Source: an optimization exercise on an open RTL-to-GDS flow (aim: small area, a short achievable clock period and few clock cycles). Production flows keep margins and buffers that such runs may drop.
Only simulation tests tie the RTL to the original design; equivalence was not proved.
Power and IR drop assume default switching activity.

[flow/flow/run.sh]
#!/bin/bash
# The standard layout flow (standard.sh), with the port buffers that buffer_ports
# inserts made of plain buffers (sky130_fd_sc_hd__buf_4) instead of the delay cells it
# picks by default. Full tool output goes to standard.log.
set -o pipefail
export BUFFER_PORTS_ARGS="-buffer_cell sky130_fd_sc_hd__buf_4"
bash standard.sh finish > standard.log 2>&1
[flow/standard.sh]
#!/bin/bash
# synth_recipe.tcl (not shown) runs the flow's synth.tcl, then flattens the netlist and writes it again
# the make line also repeats each setting of config.mk as NAME=value (left out here)
make -C /OpenROAD-flow-scripts/flow DESIGN_CONFIG=/design/flow/config.mk WORK_HOME=/design/flow/orfs CLKGATE_MAP_FILE= SYNTH_SCRIPT=/design/flow/synth_recipe.tcl "${@:-finish}"
[flow/config.mk]
export PLATFORM = sky130hd
export DESIGN_NAME = mips_multicycle_core
export DESIGN_NICKNAME = mips_multicycle_core
export VERILOG_FILES = /design/flow/design.v
export SDC_FILE = /design/flow/constraint.sdc
export NUM_CORES = 4
export LEC_CHECK = 0
export CAP_MARGIN = 30
export CELL_PAD_IN_SITES_DETAIL_PLACEMENT = 1
export CELL_PAD_IN_SITES_GLOBAL_PLACEMENT = 2
export CORE_MARGIN = 2
export CORE_UTILIZATION = 45
export CTS_BUF_LIST = sky130_fd_sc_hd__clkbuf_4 sky130_fd_sc_hd__clkbuf_8
export PLACE_DENSITY = 0.6
export SETUP_SLACK_MARGIN = 3.5
export SLEW_MARGIN = 30
export TNS_END_PERCENT = 10
[flow/constraint.sdc]
create_clock -name core_clock -period 10.0 [get_ports {clk}]
set_input_delay 2.0000 -clock core_clock [delete_from_list [all_inputs] [get_ports {clk}]]
set_output_delay 2.0000 -clock core_clock [all_outputs]
set_load 0.01 [all_outputs]
[flow/design.v]
module mips_multicycle_core #(
  parameter logic [31:0] RESET_PC        = 32'h0000_0000,
  parameter bit          HALT_ON_ILLEGAL = 1'b1
) (
  input  logic        clk,
  input  logic        reset_n,
  output logic        mem_req,
  output logic        mem_we,
  output logic [31:0] mem_addr,
  output logic [31:0] mem_wdata,
  input  logic [31:0] mem_rdata,
  input  logic        mem_ready,
  input  logic [4:0]  dbg_addr,
  output logic [31:0] dbg_data,
  output logic [31:0] pc_out,
  output logic [31:0] instr_out,
  output logic [3:0]  state_out,
  output logic        retire,
  output logic        halted
);
  logic [31:2] pc;         
  logic [31:0] ir;         
  logic        ev;         
  logic        ir_ill;     
  logic        pred;       
  logic [31:0] a, b;       
  logic        halt_r;     
  logic        clr;        
  logic [31:0] regs [32];
  logic        d_r, d_mem, d_sw, d_beq, d_wr, d_sub, d_and, d_or, d_slt;
  logic [4:0]  wa;         
  logic [31:0] simm, ea, rsum, res;
  logic        ex, e_mem, mispred, slt;
  assign simm    = {{16{ir[15]}}, ir[15:0]};
  assign ex      = ev && !ir_ill;
  assign e_mem   = ev && d_mem;
  assign halted  = halt_r || (ev && ir_ill);
  assign ea   = a + simm;
  assign rsum = a + (d_sub ? ~b : b) + {31'd0, d_sub};
  assign slt  = (a[31] ^ b[31]) ? a[31] : rsum[31];
  assign res  = d_and ? a & b : d_or ? a | b : d_slt ? {31'd0, slt} : rsum;
  assign mispred = ex && d_beq && ((a == b) != pred);
  logic [31:2] alt_pc;
  assign alt_pc = pc + (pred ? ~simm[29:0] : simm[29:0]) + {29'd0, pred};
  logic        we;
  logic [31:0] wd;
  assign we = ev && d_wr && (!d_mem || mem_ready);
  assign wd = clr ? 32'd0 : d_mem ? mem_rdata : d_r ? res : ea;
  logic [5:0]  f_op, f_fn;
  logic [4:0]  f_rs, f_rt, f_wa, sel_a;
  logic        f_r, f_j, f_beq, f_ptk, f_ill, f_ok;
  logic [31:2] f_pc4, f_bt, f_next;
  logic [31:0] ra, rb;
  assign f_op  = mem_rdata[31:26];
  assign f_fn  = mem_rdata[5:0];
  assign f_rs  = mem_rdata[25:21];
  assign f_rt  = mem_rdata[20:16];
  assign f_r   = f_op == 6'h00;
  assign f_j   = f_op == 6'h02;
  assign f_beq = f_op == 6'h04;
  assign f_ptk = f_rs == f_rt || mem_rdata[15];
  assign f_ill = !(f_r || f_op == 6'h23 || f_op == 6'h2B || f_beq || f_op == 6'h08 || f_j) ||
                 (f_r && !(f_fn == 6'h20 || f_fn == 6'h22 || f_fn == 6'h24 || f_fn == 6'h25 ||
                           f_fn == 6'h2A));
  assign f_wa  = (f_r || f_op == 6'h08 || f_op == 6'h23) ? (f_r ? mem_rdata[15:11] : f_rt) : 5'd0;
  assign f_pc4 = pc + 30'd1;
  assign f_bt  = f_pc4 + {{14{mem_rdata[15]}}, mem_rdata[15:0]};
  assign f_next = f_j ? {f_pc4[31:28], mem_rdata[25:0]} : (f_beq && f_ptk) ? f_bt : f_pc4;
  assign f_ok  = !e_mem && !halted && mem_ready && !mispred;
  assign sel_a = (halt_r || ir_ill) ? dbg_addr : f_rs;
  assign ra = regs[sel_a];
  assign rb = regs[f_rt];
  assign dbg_data = ra;
  assign mem_req   = reset_n && !halt_r;
  assign mem_we    = e_mem && d_sw;
  assign mem_addr  = e_mem ? ea : {pc, 2'b00};
  assign mem_wdata = b;
  assign pc_out    = {pc, 2'b00};
  assign instr_out = ir;
  assign state_out = {4{halted}};
  assign retire    = ex && (!d_mem || mem_ready);
  always_ff @(posedge clk or negedge reset_n)
    if (!reset_n) begin
      pc     <= RESET_PC[31:2];
      ev     <= 1'b0;
      ir_ill <= 1'b0;
      halt_r <= 1'b0;
      clr    <= 1'b1;
    end else begin
      clr <= 1'b0;
      if (halted) halt_r <= 1'b1;
      ev <= f_ok || (e_mem && !mem_ready);
      if (f_ok) ir_ill <= f_ill;
      if (mispred) pc <= alt_pc;
      else if (f_ok) pc <= f_next;
    end
  always_ff @(posedge clk)
    if (f_ok) begin
      ir    <= mem_rdata;
      pred  <= f_ptk;
      a     <= (clr || (we && wa == f_rs)) ? wd : ra;
      b     <= (clr || (we && wa == f_rt)) ? wd : rb;
      wa    <= f_wa;
      d_r   <= f_r;
      d_mem <= f_op == 6'h23 || f_op == 6'h2B;
      d_sw  <= f_op == 6'h2B;
      d_beq <= f_beq;
      d_wr  <= f_wa != 5'd0 && !f_ill;
      d_sub <= f_r && f_fn[1];
      d_and <= f_r && f_fn[2:0] == 3'b100;
      d_or  <= f_r && f_fn[2:0] == 3'b101;
      d_slt <= f_r && f_fn[3];
    end
  assign regs[0] = 32'd0;
  for (genvar i = 1; i < 32; i++) begin : g_reg
    always_ff @(posedge clk)
      if (clr || (we && wa == 5'(i))) regs[i] <= wd;
  end
endmodule
==> summary.md, run 1 <==
| Metric | Value |
|---|---|
| DRC Markers | 0 |
| #FFs+latches synth | 1137 |
| Crit Path Category | in -> out |
| Die ar. | 130000 um2 |
| Tightest Hold Check Type | reg -> reg |
| Achievable frequency | 152 MHz |
| DRT iter0 DRCs | 10200 |
| Initial core utilization | 45.4% |
| Core area | 126000 um2 |
| WL final | 305 mm |
| Post-Syn Instances | 4518 |
| Synth Cell Area | 57100 um2 |
| Critical path capture point type | primary output |
| MaxCap Viol Count | 0 |
| R2R Path End | regs[9][25] |
| CP arrival | 4.59 ns |
| Fin. max-slew vios | 0 |
| XOR/XNOR share of the synthesized area | 2.91% |
| Share of layout cells above drive strength 1 | 18.8% |
| Worst setup path end | dbg_data[15] |
| Synth warn | 2 |
| # IOs | 208 |
| Placed cell count | 6248 |
| Pleak | 24.2 nW |
| Gr usage total | 45.8% |
| WL/cell | 45.8 um |
| Synth Flop Type | edfxtp_1 |
| Post-synth EDFFs | 1103 |
| First-pass GRT wire length | 411 mm |
| Die height | 360 um |
| Critical Path Fanout Max | 17 |
| Hold Vio Cnt, Final | 0 |
| Final Cycle Share | 65.9% |
| Final-report setup violation count | 0 |
| Sequential area share after synthesis | 59.5% |
| Routability cong. | 0.940 |
| Cell Count, Final, Fillers Out | 6648 |
| RSZ-0062 raised after global routing | yes |
| Relative max-transition margin | 21.9% |
| Clock buffer depth | 3 |
| Peak supply drop | 0.161 mV |
| Seq pwr share | 42.7% |
| R2r setup slk | 4.31 ns |
| Die W | 360 um |
| Vias in the first global route | 49600 |
| H-tree depth | 4 |
| Crit start category | primary input |
| Vias per cell | 7.72 |
| Crit path from | mem_rdata[21] |
| Clock net sink count | 1137 |
| Synth top area cells | edfxtp_1 58%, a22oi_1 5.1%, a22o_1 4.1% |
| Fin crit period | 6.59 ns |
| Post-synthesis simple-gate area fraction | 8.00% |
| TNS Setup | 0 ns |
| Adder-Cell Fraction of Synth Area | 4.17% |
| Synth cell count leaders | 1103 x edfxtp_1, 385 x a22oi_1, 270 x a22o_1 |
| Final #Nets | 5072 |
| Num rows | 130 |
| Synth cell types | 94 |
| CTS tree | built |
| Power Density | 240 nW/um2 |
| Area Overhead vs Synth | 16.5% |
| Status | no timing/DRC/antenna violations |
| P_sw | 0.00595 W |
| Total grt overflow | 0 |
| Clk_skew | 0.0703 ns |
| Cell Int Power | 0.0100 W |
| Largest net degree at the start of global routing | 74 |
| CTS clock-pin slew for the worst setup and hold paths | 0.07 ns |
| Sw Share | 37.3% |
| Syn Area/Cell | 12.6 um2 |
| Reg-to-reg startpoint | d_sub |
| Worst-Margin Slew | 1.17 ns |
| Worst Path Required | 8.00 ns |
| Fillers | 12600 |
| Clock latency (worst-skew pair) | 0.96 ns |
| Post-DP HPWL | 180 mm |
| I/O Buffers | 205 |
| Leading area contributor after synthesis | edfxtp_1 |
| Path depth of the worst reg2reg path | 15 |
| Async S/R FF share, synth | 2.99% |
| Largest family of logic cells by synthesized area | compound AO/OA/AOI/OAI gates |
| Post-synth top area share | 58.0% |
| Complex-gate fraction of the synthesized area | 21.9% |
| Multiplexer share of the synthesized area | 0.675% |
| Initial antenna violation count | 21 |
| CTS Root Cell | clkbuf_8 |
| Via count | 51400 |
| Combinational fraction of design power | 31.5% |
| Clock power share | 25.7% |
| First-pass DRT Iterations | 12 |
| CTS Buf Count | 185 |
| Final ANT Viol Nets | 0 |
| Top-count cell post-synth | edfxtp_1 |
## final cells by class
type                            instances  area [um2]  area share [%]
Tap cell                             1650        2060            3.10
Inverter                              115         437           0.656
Clock buffer                          238        2980            4.47
Multi-Input combinational cell       2966       22600            34.0
Sequential cell                      1137       34000            51.1
Clock inverter                         89         629           0.946
Timing Repair Buffer                  439        3780            5.68
Antenna cell                           14        35.0          0.0527
## flip-flops by register name (all words and copies together), names as in the netlist, 5 cells and up
signal,flops
regs,992
a,32
b,32
ir,32
pc,30
wa,5
## worst min-delay path by stage
stage	startpoint	endpoint	slack [ns]	cells after the start
6_report	pc[31]	pc[31]	0.67	1
5_1_grt	pc[31]	pc[31]	0.68	1
4_1_cts	pc[6]	pc[6]	0.68	2
3_5_place_dp	pc[31]	pc[31]	0.67	1
3_3_place_gp	pc[6]	pc[6]	0.68	2
2_1_floorplan	pc[31]	pc[31]	0.52	1
## per-stage QoR
| step | worst slack (ns) | hold WS, ns | instance area, um2 | util [%] | total power, W |
|---|---|---|---|---|---|
| global route | 3.41 | 0.684 | 66500 | 52.9 | 0.0164 |
| CTS | 3.29 | 0.685 | 66000 | 52.5 | 0.0157 |
| finish | 3.41 | 0.669 | 66500 | 52.9 | 0.0160 |
| detailed placement | 2.56 | 0.675 | 61700 | 49.1 | 0.0116 |
| floorplan | 3.95 | 0.517 | 57100 | - | 0.00929 |
| global placement | 2.56 | 0.676 | 61600 | 49.0 | 0.0115 |
## placed cells by master, fill, tap and decap left out, types with 33 or more instances in the layout
cell type,instances
nand2_1,156
nand4_1,141
nand3_1,144
dfrtp_1,33
buf_4,390
a22o_1,270
inv_1,112
clkbuf_8,190
a21o_1,61
clkbuf_4,48
clkinv_1,54
a222oi_1,63
o21ai_1,36
nor2_4,66
nor2_1,125
xnor2_1,77
nor3_1,46
xor2_1,109
ha_1,184
edfxtp_1,1103
o211ai_1,37
a22oi_1,383
o21ai_0,134
nand2b_1,33
a21oi_1,139
a221oi_1,260
## logic make-up (layout without fill, tap and decap cells)
logic type	after synthesis	after routing
DFF	1137	1137
muxes	36	36
and+or+nand+nor	903	903
buffers and inverters	417	881
AOI/OAI and AO/OA	1646	1646
xor gates and xnor gates	190	190
other	1	17
adders and majority gates	188	188
## routing by layer
metal,vias to the layer above,part of all wire [%],GRT usage [%]
met1,25500,35,57.3
met3,1450,16,17.9
met5,-,0.055,0.407
met2,5069,42,66.7
li1,19300,-,-
met4,20,7.7,27.8
## critical path, stage by stage
cell,delay [ns]
buf_4,0.15
or4b_1,0.54
o21ai_2,0.15
nand2_2,0.20
buf_4,0.20
nor2_4,0.12
buf_12,0.17
buf_12,0.23
a22o_1,0.15
a221oi_1,0.05
nand4_1,0.15
or3_1,0.26
buf_4,0.17
## repair_timing
item | 4_1_cts | 5_1_grt
cloned | 0 | 0
gates resized for setup | 53 | 81
pin swaps | 15 | 12
endpoints found under the setup margin | 41 | 43
hold buffers | 0 | 0
buffers inserted | 43 | 13
## power groups by stage
stage / clock network (W) / logic [W] / registers [W]
final: 0.00411 / 0.00504 / 0.00683
after global routing: 0.00430 / 0.00529 / 0.00686
after CTS: 0.00411 / 0.00479 / 0.00679
after detailed placement: 0 / 0.00469 / 0.00687
after global placement: 0 / 0.00464 / 0.00687
after floorplan: 0 / 0.00272 / 0.00657
Testbench counts, summed over its fixed seeds: cycles 22,519.
==> inputs of run 2 (changes only) <==
--- a/flow/config.mk
+++ b/flow/config.mk
@@ -12,6 +12,6 @@
 export CORE_UTILIZATION = 45
 export CTS_BUF_LIST = sky130_fd_sc_hd__clkbuf_4 sky130_fd_sc_hd__clkbuf_8
 export PLACE_DENSITY = 0.6
-export SETUP_SLACK_MARGIN = 3.5
+export SETUP_SLACK_MARGIN = 4.0
 export SLEW_MARGIN = 30
 export TNS_END_PERCENT = 10
==> run 2 against run 1 <==
  * Non-clock buffer count grew 103
  * Count of clock-buffer cells in the layout did not move
  * Hold slack worse by 0.0083 ns
  * Utilization is 1.9 points higher
  * Sequential power about the same
  * Sequential share of layout area fell by 1.8 points
  * Register-to-register slack got worse by 0.09 ns
==> summary.md, run 2 <==
| Metric | Value |
|---|---|
| Worst Path Required | 8.00 ns |
| Slowest stage delay, CP | 0.58 ns |
| RSZ-0062 raised after global routing | yes |
| Synth Flop Type | edfxtp_1 |
| Synth warn | 2 |
| Final ANT Viol Nets | 0 |
| Reg-to-reg startpoint | d_sub |
| Post-DP HPWL | 180 mm |
| P_sw | 0.00611 W |
| Largest net degree at the start of global routing | 74 |
| Top-count cell post-synth | edfxtp_1 |
| Critical path capture point type | primary output |
| Achievable frequency | 155 MHz |
| Crit start category | primary input |
| Gr usage total | 47.9% |
| Total grt overflow | 0 |
| Power Density | 236 nW/um2 |
| First-pass DRT Iterations | 11 |
| Largest reg by FF count | regs |
| Buf/Inv on CP | 6 |
| Cell Count, Final, Fillers Out | 6757 |
| Worst setup margin | 3.55 ns |
| Vias in the first global route | 50400 |
| R2R Path End | b[25] |
| Most Frequent Cell on Critical Path | buf_4 |
| Path depth of the worst reg2reg path | 14 |
| DRT iter0 DRCs | 11500 |
| Clock buffer depth | 3 |
| Hold Path Stages | 1 |
| Crit path max-delay cell type | or4_4 |
| Clock power share | 25.3% |
| Clk_skew | 0.0646 ns |
| Crit Path Category | in -> out |
| Routability cong. | 0.940 |
| Post-Place Setup Slack | 2.56 ns |
| Relative max-transition margin | 18.8% |
| MaxCap Viol Count | 0 |
| Post-synth top area share | 58.0% |
| Area Overhead vs Synth | 20.7% |
| Syn Area/Cell | 12.6 um2 |
| Leading area contributor after synthesis | edfxtp_1 |
| CTS Root Cell | clkbuf_8 |
| Tightest Hold Check Type | reg -> reg |
| Core area | 126000 um2 |
| Fin. max-slew vios | 0 |
| Clock latency (worst-skew pair) | 0.98 ns |
| Fillers | 12400 |
| Seq pwr share | 42.0% |
| TNS Setup | 0 ns |
| WL final | 321 mm |
| Peak supply drop | 0.157 mV |
| Cell Int Power | 0.0102 W |
| Hold Vio Cnt, Final | 0 |
| Async S/R FF share, synth | 2.99% |
| CTS clock-pin slew for the worst setup and hold paths | 0.07 ns |
| Die ar. | 130000 um2 |
| Synth Cell Area | 57100 um2 |
| Final #Nets | 5175 |
| Fin crit period | 6.45 ns |
| Max reg flops | 992 |
| CP arrival | 4.45 ns |
| Synth cell count leaders | 1103 x edfxtp_1, 385 x a22oi_1, 270 x a22o_1 |
| First-pass GRT wire length | 427 mm |
| Min-Delay Startpoint | pc[31] |
| # IOs | 208 |
| Worst-Margin Slew | 1.22 ns |
| Final Cycle Share | 64.5% |
| Commonest cells after routing, fill and taps aside | 1103 x edfxtp_1, 413 x buf_4, 379 x a22oi_1, 269 x a22o_1, 221 x a221oi_1 |
| Die height | 360 um |
| Multi-input gate area | 23200 um2 |
| Share of layout cells above drive strength 1 | 21.9% |
| Placed cell count | 6248 |
| Critical Path Fanout Max | 13 |
| Post-Syn Instances | 4518 |
| CTS Buf Count | 185 |
| Initial antenna violation count | 26 |
| Sequential area share after synthesis | 59.5% |
| Num rows | 130 |
| Pleak | 25.2 nW |
| DRC Markers | 0 |
| CTS tree | built |
| Initial core utilization | 45.4% |
| Final-report setup violation count | 0 |
| Sw Share | 37.5% |
| Clock net sink count | 1137 |
| Combinational fraction of design power | 32.6% |
| CP top delay family | buffers and inverters |
| Die W | 360 um |
| Post-synth EDFFs | 1103 |
| Seq. cell area | 34000 um2 |
| #FFs+latches synth | 1137 |
| I/O Buffers | 205 |
| Status | no timing/DRC/antenna violations |
| Synth cell types | 94 |
| Most common library cell in the layout ignoring fill and taps | edfxtp_1 |
| R2r setup slk | 4.22 ns |
| Worst Hold Endpoint | pc[31] |
| WL/cell | 47.5 um |
| Synth top area cells | edfxtp_1 58%, a22oi_1 5.1%, a22o_1 4.1% |
| Vias per cell | 7.86 |
| H-tree depth | 4 |
| CP cell instances | buf_12 -> nor4bb_4 -> a31oi_2 -> buf_4 -> buf_8 -> nor2_4 -> buf_12 -> buf_4 -> a22oi_1 -> nand3_1 -> or4_4 -> buf_4 |
| Via count | 53100 |
run 2: cell families (layout without fill, tap and decap cells):
logic type	count (synthesis)	after routing	synth area share, %
compound gates	1646	1646	21.9
flops	1137	1137	59.5
simple gates	903	903	8.00
buf+inv	417	984	2.88
xor+xnor	190	190	2.91
fa+ha+maj	188	188	4.17
mux	36	36	0.675
other cells	1	23	0.00657
run 2: power groups by stage:
| stage | Clock (W) | Combinational (W) | Sequential [W] |
|---|---|---|---|
| 3_5_place_dp | 0 | 0.00469 | 0.00687 |
| 6_report | 0.00413 | 0.00531 | 0.00685 |
| 3_3_place_gp | 0 | 0.00464 | 0.00687 |
| 4_1_cts | 0.00411 | 0.00503 | 0.00679 |
| 5_1_grt | 0.00430 | 0.00554 | 0.00687 |
| 2_1_floorplan | 0 | 0.00272 | 0.00657 |
run 2: final cells by class:
cell class              instances  share of cell area [%]
inverters                     115                   0.633
flip-flops and latches       1137                    49.3
clock inverters                89                   0.913
clock buffers                 238                    4.32
well taps                    1650                    2.99
multi-input cells            2966                    33.6
repair buffers                542                    8.18
diodes                         20                  0.0726
run 2: worst max path at each step:
| stage | depth (start not counted) | startpoint | to |
|---|---|---|---|
| floorplan | 10 | mem_rdata[23] | dbg_data[11] |
| global placement | 10 | mem_rdata[21] | dbg_data[5] |
| detailed placement | 10 | mem_rdata[21] | dbg_data[5] |
| CTS | 12 | mem_rdata[23] | dbg_data[1] |
| global route | 12 | mem_rdata[22] | dbg_data[14] |
| finish | 12 | mem_rdata[22] | dbg_data[4] |
run 2: timing repair:
action | 4_1_cts | 5_1_grt
pin swaps | 71 | 44
endpoints found under the setup margin | 51 | 50
hold buffers | 0 | 0
gates resized for setup | 231 | 68
setup buffers | 109 | 28
endpoints found under the hold margin | 0 | 0
gates cloned | 16 | 6
run 2: stage by stage:
step	total power [W]	hold WS, ns	util [%]	cell area, um2
4_1_cts	0.0159	0.685	54.1	68000
6_report	0.0163	0.661	54.8	68900
2_1_floorplan	0.00929	0.517	-	57100
5_1_grt	0.0167	0.684	54.8	68900
3_5_place_dp	0.0116	0.675	49.1	61700
3_3_place_gp	0.0115	0.676	49.0	61600
run 2: metal layers:
layer | track usage [%] | routed length [um] | vias up
met2 | 68.9 | 132000 | 5574
met1 | 58.8 | 110000 | 26300
li1 | - | - | 19500
met5 | 1.52 | 542 | -
met3 | 20.1 | 51400 | 1663
met4 | 31.8 | 27600 | 26
==> inputs of run 3 (changes only) <==
--- a/flow/config.mk
+++ b/flow/config.mk
@@ -10,8 +10,10 @@
 export CELL_PAD_IN_SITES_GLOBAL_PLACEMENT = 2
 export CORE_MARGIN = 2
 export CORE_UTILIZATION = 45
-export CTS_BUF_LIST = sky130_fd_sc_hd__clkbuf_4 sky130_fd_sc_hd__clkbuf_8
+export CTS_BUF_LIST = sky130_fd_sc_hd__clkbuf_8 sky130_fd_sc_hd__clkbuf_16
+export CTS_CLUSTER_DIAMETER = 70
+export CTS_CLUSTER_SIZE = 25
 export PLACE_DENSITY = 0.6
-export SETUP_SLACK_MARGIN = 4.0
+export SETUP_SLACK_MARGIN = 3.5
 export SLEW_MARGIN = 30
 export TNS_END_PERCENT = 10
==> run 3 against run 2 <==
  * Clock skew is 0.0061 ns higher
  * Non-clock buffer count is 104 lower
  * Count of clock-buffer cells in the layout fell by 155
  * Worst setup slack got worse by 0.30 ns
  * First-iteration DRC count is 14% lower
  * Cell area decreased by 4.7%
  * Routed wire length down 5.7%
  * Synthesized cell count unchanged
  * Combinational power down 5.8%
  * Highest routed layer unchanged
==> summary.md, run 3 <==
| Metric | Value |
|---|---|
| Crit start category | primary input |
| PnR Total Power | 0.0155 W |
| Crit Path Category | in -> out |
| Synth cell count leaders | 1103 x edfxtp_1, 385 x a22oi_1, 270 x a22o_1 |
| I/O Buffers | 205 |
| Clock net sink count | 1137 |
| Vias in the first global route | 48500 |
| Critical Path Fanout Max | 32 |
| Worst-Margin Slew | 1.16 ns |
| CTS Buf Count | 81 |
| Largest reg by FF count | regs |
| R2r setup slk | 4.38 ns |
| Post-DP HPWL | 180 mm |
| Synth Flop Type | edfxtp_1 |
| Fin crit period | 6.75 ns |
| Routability cong. | 0.940 |
| Commonest cells after routing, fill and taps aside | 1103 x edfxtp_1, 393 x buf_4, 385 x a22oi_1, 270 x a22o_1, 263 x a221oi_1 |
| Fin. max-slew vios | 0 |
| First-pass GRT wire length | 408 mm |
| Top-count cell post-synth | edfxtp_1 |
| Gr usage total | 45.4% |
| Synth top area cells | edfxtp_1 58%, a22oi_1 5.1%, a22o_1 4.1% |
| Path depth of the worst reg2reg path | 15 |
| Final Cycle Share | 67.5% |
| Core area | 126000 um2 |
| CP arrival | 4.75 ns |
| Hold Path Stages | 1 |
| Power Density | 237 nW/um2 |
| Area Overhead vs Synth | 15.0% |
| Pleak | 23.7 nW |
| Slowest stage delay, CP | 0.50 ns |
| RSZ-0062 raised after global routing | yes |
| Met2 WL | 128 mm |
| Post-Syn Instances | 4518 |
| Post-synth top area share | 58.0% |
| Die height | 360 um |
| Post-synth EDFFs | 1103 |
| Peak supply drop | 0.209 mV |
| Max layer used | met5 |
| DRC Markers | 0 |
| Post-Place Setup Slack | 2.56 ns |
| XOR/XNOR share of the synthesized area | 2.91% |
| Max reg flops | 992 |
| Die ar. | 130000 um2 |
| Vias per cell | 7.80 |
| Clock latency (worst-skew pair) | 0.77 ns |
| WL met1 | 106 mm |
| Crit path max-delay cell type | or3_1 |
| Placed cell areas | 61700 um2 |
| Met3 Routed Length | 45.6 mm |
| Buf/Inv on CP | 4 |
| Syn Area/Cell | 12.6 um2 |
| TNS Setup | 0 ns |
| R2R Path End | regs[4][25] |
| First-pass DRT Iterations | 13 |
| Most Frequent Cell on Critical Path | buf_4 |
| Final ANT Viol Nets | 0 |
| CTS clock-pin slew for the worst setup and hold paths | 0.06 ns |
| Sequential area share after synthesis | 59.5% |
| Relative max-transition margin | 22.5% |
| Tightest Hold Check Type | reg -> reg |
| CP cell instances | buf_4 -> nor4b_1 -> a31oi_4 -> buf_4 -> nor2_4 -> buf_6 -> a22o_1 -> a221oi_1 -> nand4_1 -> or3_1 -> buf_4 |
| Largest net degree at the start of global routing | 74 |
| Status | no timing/DRC/antenna violations |
| Critical path capture point type | primary output |
| Clock buffer depth | 3 |
| Post-synthesis simple-gate area fraction | 8.00% |
| Final-report setup violation count | 0 |
| Reg-to-reg startpoint | d_sub |
| #FFs+latches synth | 1137 |
| WL/cell | 46.8 um |
| Leading area contributor after synthesis | edfxtp_1 |
| Share of layout cells above drive strength 1 | 16.3% |
| Synth warn | 2 |
| Most common library cell in the layout ignoring fill and taps | edfxtp_1 |
| Clk_skew | 0.0707 ns |
| Via count | 50400 |
| Worst Hold Endpoint | pc[31] |
| CTS Root Cell | clkbuf_16 |
| MaxCap Viol Count | 0 |
| WL final | 303 mm |
| Hold_ws | 0.668 ns |
| Largest family of logic cells by synthesized area | compound AO/OA/AOI/OAI gates |
| DRT iter0 DRCs | 9936 |
| Async S/R FF share, synth | 2.99% |
| CTS Hold Buffers Added | 0 |
| Final #Nets | 4967 |
| Worst Path Required | 8.00 ns |
| Complex-gate fraction of the synthesized area | 21.9% |
| Multiplexer share of the synthesized area | 0.675% |
| Synth cell types | 94 |
| Adder-Cell Fraction of Synth Area | 4.17% |
| CTS tree | built |
| CP top delay family | compound AO/OA/AOI/OAI gates |
| Total grt overflow | 0 |
| Num rows | 130 |
| Min-Delay Startpoint | pc[31] |
| Initial core utilization | 45.4% |
| Initial antenna violation count | 22 |
| Die W | 360 um |
| Synth Cell Area | 57100 um2 |
| # IOs | 208 |
| H-tree depth | 3 |
| Worst setup margin | 3.25 ns |
| Post-route cell area | 65700 um2 |
| Achievable frequency | 148 MHz |
| Hold Vio Cnt, Final | 0 |
[run 3: worst reg2reg max path, stage by stage, from the launching register on]
cell       delay (ns)
edfxtp_1         0.34
buf_4            0.49
xor2_1           0.14
ha_1             0.37
a21oi_1          0.17
nor2b_1          0.11
or4_1            0.56
a221oi_2         0.64
o21ai_2          0.24
a21oi_2          0.24
o21ai_1          0.11
xor2_1           0.20
a31oi_1          0.67
a2bb2oi_1        0.66
nor2_1           0.09
buf_4            0.26
[run 3: logic make-up after synthesis]
| logic type | after synthesis |
|---|---|
| buffers and inverters | 417 |
| xor gates and xnor gates | 190 |
| and+or+nand+nor | 903 |
| other | 1 |
| AOI/OAI and AO/OA | 1646 |
| adders and majority gates | 188 |
| muxes | 36 |
| DFF | 1137 |
[run 3: through the flow]
stage	instances	utilization [%]
5_1_grt	6456	52.2
3_3_place_gp	6246	49.0
4_1_cts	6444	52.0
6_report	6468	52.2
2_1_floorplan	4520	-
3_5_place_dp	6248	49.1
[run 3: worst max path at each step]
stage / to / cells after the start / start / slack [ns]
after floorplan: dbg_data[11] / 10 / mem_rdata[23] / 3.95
after global placement: dbg_data[5] / 10 / mem_rdata[21] / 2.56
after detailed placement: dbg_data[5] / 10 / mem_rdata[21] / 2.56
after CTS: dbg_data[26] / 10 / mem_rdata[25] / 3.34
after global routing: dbg_data[3] / 12 / mem_rdata[24] / 3.33
final: dbg_data[27] / 11 / mem_rdata[23] / 3.25
[run 3: repair_timing]
action | in CTS | in global routing
gates resized for setup | 51 | 43
buffers inserted | 47 | 10
endpoints found under the setup margin | 35 | 38
pin swaps | 16 | 6
cloned | 0 | 0
[run 3: area by class of cell]
| cell class | instances | area (um2) |
|---|---|---|
| Fill cell | 12500 | 60100 |
| Timing Repair Buffer | 438 | 3690 |
| Inverter | 115 | 437 |
| Multi-Input combinational cell | 2966 | 22500 |
| Antenna cell | 13 | 32.5 |
| Sequential cell | 1137 | 34000 |
| Tap cell | 1650 | 2060 |
| Clock buffer | 83 | 2080 |
| Clock inverter | 66 | 861 |
[run 3: power breakdown]
part	switching [W]	internal (W)
sequential	0.000709	0.00611
combinational	0.00325	0.00175
clock	0.00204	0.00169
total	0.00599	0.00955
[run 3: per-layer routing]
| metal | vias up | global-route usage (%) |
|---|---|---|
| met1 | 25300 | 57.2 |
| met2 | 4820 | 67.3 |
| met3 | 1293 | 16.4 |
| met5 | - | 0 |
| li1 | 19000 | - |
| met4 | 22 | 26.5 |
==> inputs of run 4 (changes only) <==
--- a/flow/config.mk
+++ b/flow/config.mk
@@ -9,11 +9,9 @@
 export CELL_PAD_IN_SITES_DETAIL_PLACEMENT = 1
 export CELL_PAD_IN_SITES_GLOBAL_PLACEMENT = 2
 export CORE_MARGIN = 2
-export CORE_UTILIZATION = 45
-export CTS_BUF_LIST = sky130_fd_sc_hd__clkbuf_8 sky130_fd_sc_hd__clkbuf_16
-export CTS_CLUSTER_DIAMETER = 70
-export CTS_CLUSTER_SIZE = 25
-export PLACE_DENSITY = 0.6
+export CORE_UTILIZATION = 50
+export CTS_BUF_LIST = sky130_fd_sc_hd__clkbuf_4 sky130_fd_sc_hd__clkbuf_8
+export PLACE_DENSITY = 0.65
 export SETUP_SLACK_MARGIN = 3.5
 export SLEW_MARGIN = 30
 export TNS_END_PERCENT = 10
==> run 4 against run 3 <==
  * Still clean
  * Synthesized cell count unchanged
  * Combinational power about the same
  * First-iteration DRC count rose by 4.3%
  * Cell area rose by 1.1%
  * Sequential share of layout area is 0.55 points lower
  * Via count rose by 2.5%
==> summary.md, run 4 <==
| Metric | Value |
|---|---|
| Status | no timing/DRC/antenna violations |
| Most Frequent Cell on Critical Path | buf_4 |
| MaxCap Viol Count | 0 |
| Most common library cell in the layout ignoring fill and taps | edfxtp_1 |
| Total grt overflow | 0 |
| Peak supply drop | 0.151 mV |
| Vias per cell | 7.97 |
| Area Overhead vs Synth | 16.2% |
| Fin crit period | 6.63 ns |
| Tightest Hold Check Type | reg -> reg |
| Reg-to-reg startpoint | d_sub |
| Post-DP HPWL | 176 mm |
| XOR/XNOR share of the synthesized area | 2.91% |
| Hold Vio Cnt, Final | 0 |
| Top-count cell post-synth | edfxtp_1 |
| Synth cell types | 94 |
| Crit path from | mem_rdata[22] |
| Relative max-transition margin | 18.3% |
| Initial antenna violation count | 24 |
| Synth Flop Type | edfxtp_1 |
| Clock buffer depth | 3 |
| Die ar. | 117000 um2 |
| Vias in the first global route | 49500 |
| Sequential area share after synthesis | 59.5% |
| DRT iter0 DRCs | 10400 |
| Fin. max-slew vios | 0 |
| Via count | 51700 |
| Post-synth EDFFs | 1103 |
| Synth Cell Area | 57100 um2 |
| Post-synthesis simple-gate area fraction | 8.00% |
| Num rows | 123 |
| Final Util | 58.8% |
| Largest net degree at the start of global routing | 79 |
| Die W | 342 um |
| Crit path max-delay cell type | or4_4 |
| CTS tree | built |
| CTS Buf Count | 183 |
| Achievable frequency | 151 MHz |
| Final #Nets | 5064 |
| Gr usage total | 49.6% |
| Complex-gate fraction of the synthesized area | 21.9% |
| Largest family of logic cells by synthesized area | compound AO/OA/AOI/OAI gates |
| Largest reg by FF count | regs |
| RSZ-0062 raised after global routing | yes |
| Commonest cells after routing, fill and taps aside | 1103 x edfxtp_1, 385 x a22oi_1, 383 x buf_4, 270 x a22o_1, 258 x a221oi_1 |
| Adder-Cell Fraction of Synth Area | 4.17% |
| WL final | 296 mm |
| First-pass GRT wire length | 400 mm |
| DRC Markers | 0 |
| TNS Setup | 0 ns |
| Max reg flops | 992 |
| Crit Path Category | in -> out |
| Final-report setup violation count | 0 |
| First-pass DRT Iterations | 13 |
| Pleak | 24.2 nW |
| Routability cong. | 0.963 |
| Synth cell count leaders | 1103 x edfxtp_1, 385 x a22oi_1, 270 x a22o_1 |
| Syn Area/Cell | 12.6 um2 |
| Worst-Margin Slew | 1.21 ns |
| Die height | 342 um |
| CP arrival | 4.63 ns |
| Clock latency (worst-skew pair) | 0.93 ns |
| Post-Syn Instances | 4518 |
| Hold Path Stages | 1 |
| Core area | 113000 um2 |
| R2r setup slk | 4.29 ns |
| Worst Path Required | 8.00 ns |
| Power Density | 242 nW/um2 |
| H-tree depth | 4 |
| CTS clock-pin slew for the worst setup and hold paths | 0.05 ns |
| Crit start category | primary input |
| Synth top area cells | edfxtp_1 58%, a22oi_1 5.1%, a22o_1 4.1% |
| Initial core utilization | 50.6% |
| Critical Path Fanout Max | 32 |
| Synth warn | 2 |
| Post-synth top area share | 58.0% |
| R2R Path End | regs[29][15] |
| Share of layout cells above drive strength 1 | 19.0% |
| Final Cycle Share | 66.3% |
| CP cell instances | buf_4 -> nor4bb_2 -> a31oi_2 -> buf_4 -> buf_4 -> nor2_4 -> buf_6 -> a222oi_1 -> nand3_1 -> or4_4 -> buf_4 |
| Leading area contributor after synthesis | edfxtp_1 |
| Final ANT Viol Nets | 0 |
| CTS Root Cell | clkbuf_8 |
| Clock net sink count | 1137 |
| WL/cell | 45.7 um |
| Slowest stage delay, CP | 0.62 ns |
| Path depth of the worst reg2reg path | 13 |
| I/O Buffers | 205 |
| Clk_skew | 0.0576 ns |
| Multiplexer share of the synthesized area | 0.675% |
| #FFs+latches synth | 1137 |
| # IOs | 208 |
| Async S/R FF share, synth | 2.99% |
| Critical path capture point type | primary output |
| CTS Hold Buffers Added | 0 |
| Worst setup path end | dbg_data[14] |
## run 4: final cells by class
class                   count  area [um2]
diodes                     10        25.0
clock buffers             242        2980
clock inverters            83         753
fillers                 11100       46600
inverters                 115         437
multi-input cells        2966       22600
flip-flops and latches   1137       34000
well taps                1500        1880
repair buffers            433        3690
## run 4: worst max-delay path: cells and delay by family
family          cells  cell delay (ns)
simple gates        4             0.97
buf+inv             5             0.90
compound gates      2             0.60
## run 4: worst min path at each step
stage / start / endpoint / slack [ns]
6_report: pc[31] / pc[31] / 0.67
5_1_grt: pc[31] / pc[31] / 0.69
4_1_cts: pc[11] / pc[11] / 0.68
3_5_place_dp: pc[11] / pc[11] / 0.68
3_3_place_gp: pc[11] / pc[11] / 0.66
2_1_floorplan: pc[31] / pc[31] / 0.52
## run 4: repair_timing
item / 4_1_cts / 5_1_grt
setup buffers: 41 / 12
gates resized for setup: 62 / 60
pin swaps: 18 / 17
gates cloned: 0 / 0
endpoints found under the setup margin: 41 / 40
hold endpoints to repair: 0 / 0
## run 4: per-layer routing
layer,up-vias,routed length [um],global-route usage (%),part of all wire (%)
li1,19300,-,-,-
met1,25100,98200,59.9,33
met3,1686,48800,21.5,16
met2,5609,121000,70.9,41
met4,38,27500,35.1,9.3
met5,-,517,0.449,0.17
## run 4: logic make-up (layout without fill, tap and decap cells)
| family | count (synthesis) | in the layout |
|---|---|---|
| xor gates and xnor gates | 190 | 190 |
| other | 1 | 13 |
| AOI/OAI and AO/OA | 1646 | 1646 |
| and+or+nand+nor | 903 | 903 |
| adders and majority gates | 188 | 188 |
| buffers and inverters | 417 | 873 |
| DFF | 1137 | 1137 |
| muxes | 36 | 36 |
## run 4: metrics by stage
stage	instances	power, W	setup slack, ns	instance area [um2]	hold slack [ns]
6_report	6486	0.0161	3.37	66400	0.673
5_1_grt	6478	0.0165	3.40	66400	0.692
4_1_cts	6461	0.0157	3.40	65900	0.684
3_5_place_dp	6095	0.0115	2.53	61500	0.675
3_3_place_gp	6091	0.0114	2.33	61400	0.658
2_1_floorplan	4520	0.00929	3.95	57100	0.517
## run 4: power breakdown
part	internal, W	total [W]	switching, W
Sequential	0.00612	0.00684	0.000726
Combinational	0.00177	0.00501	0.00323
Clock	0.00224	0.00423	0.00199

what the ideal ports hide:
No port has a modelled driver above. Below, the same layouts with a new extraction and two added sets of constraints.
Step 1 assumes that a clkbuf_16 drives the clock port and a buf_2 every other input.
Step 2, shift: input delay + t, output delay - t, t = (earliest + latest rising clock arrival at the registers) / 2. This alone moves slack from input paths to output paths.
Three values: ideal ports, drivers, drivers and shift; two values: the first two.
| run | t, ns | slack for setup (ns) | worst register clock-pin slew, ns |
|---|---|---|---|
| run 1 | 1.006 | 3.409 / 3.371 / 3.371 | 0.07 / 0.07 |
| run 2 | 1.031 | 3.553 / 3.501 / 3.501 | 0.07 / 0.07 |
| run 3 | 0.812 | 3.249 / 3.228 / 3.228 | 0.10 / 0.10 |
| run 4 | 0.976 | 3.366 / 3.342 / 3.342 | 0.07 / 0.07 |
After both steps setup and hold are still met in every run listed. The setup slack of run 2, which loses most, moves by -0.052 ns with the drivers and by -0.052 ns with both steps.
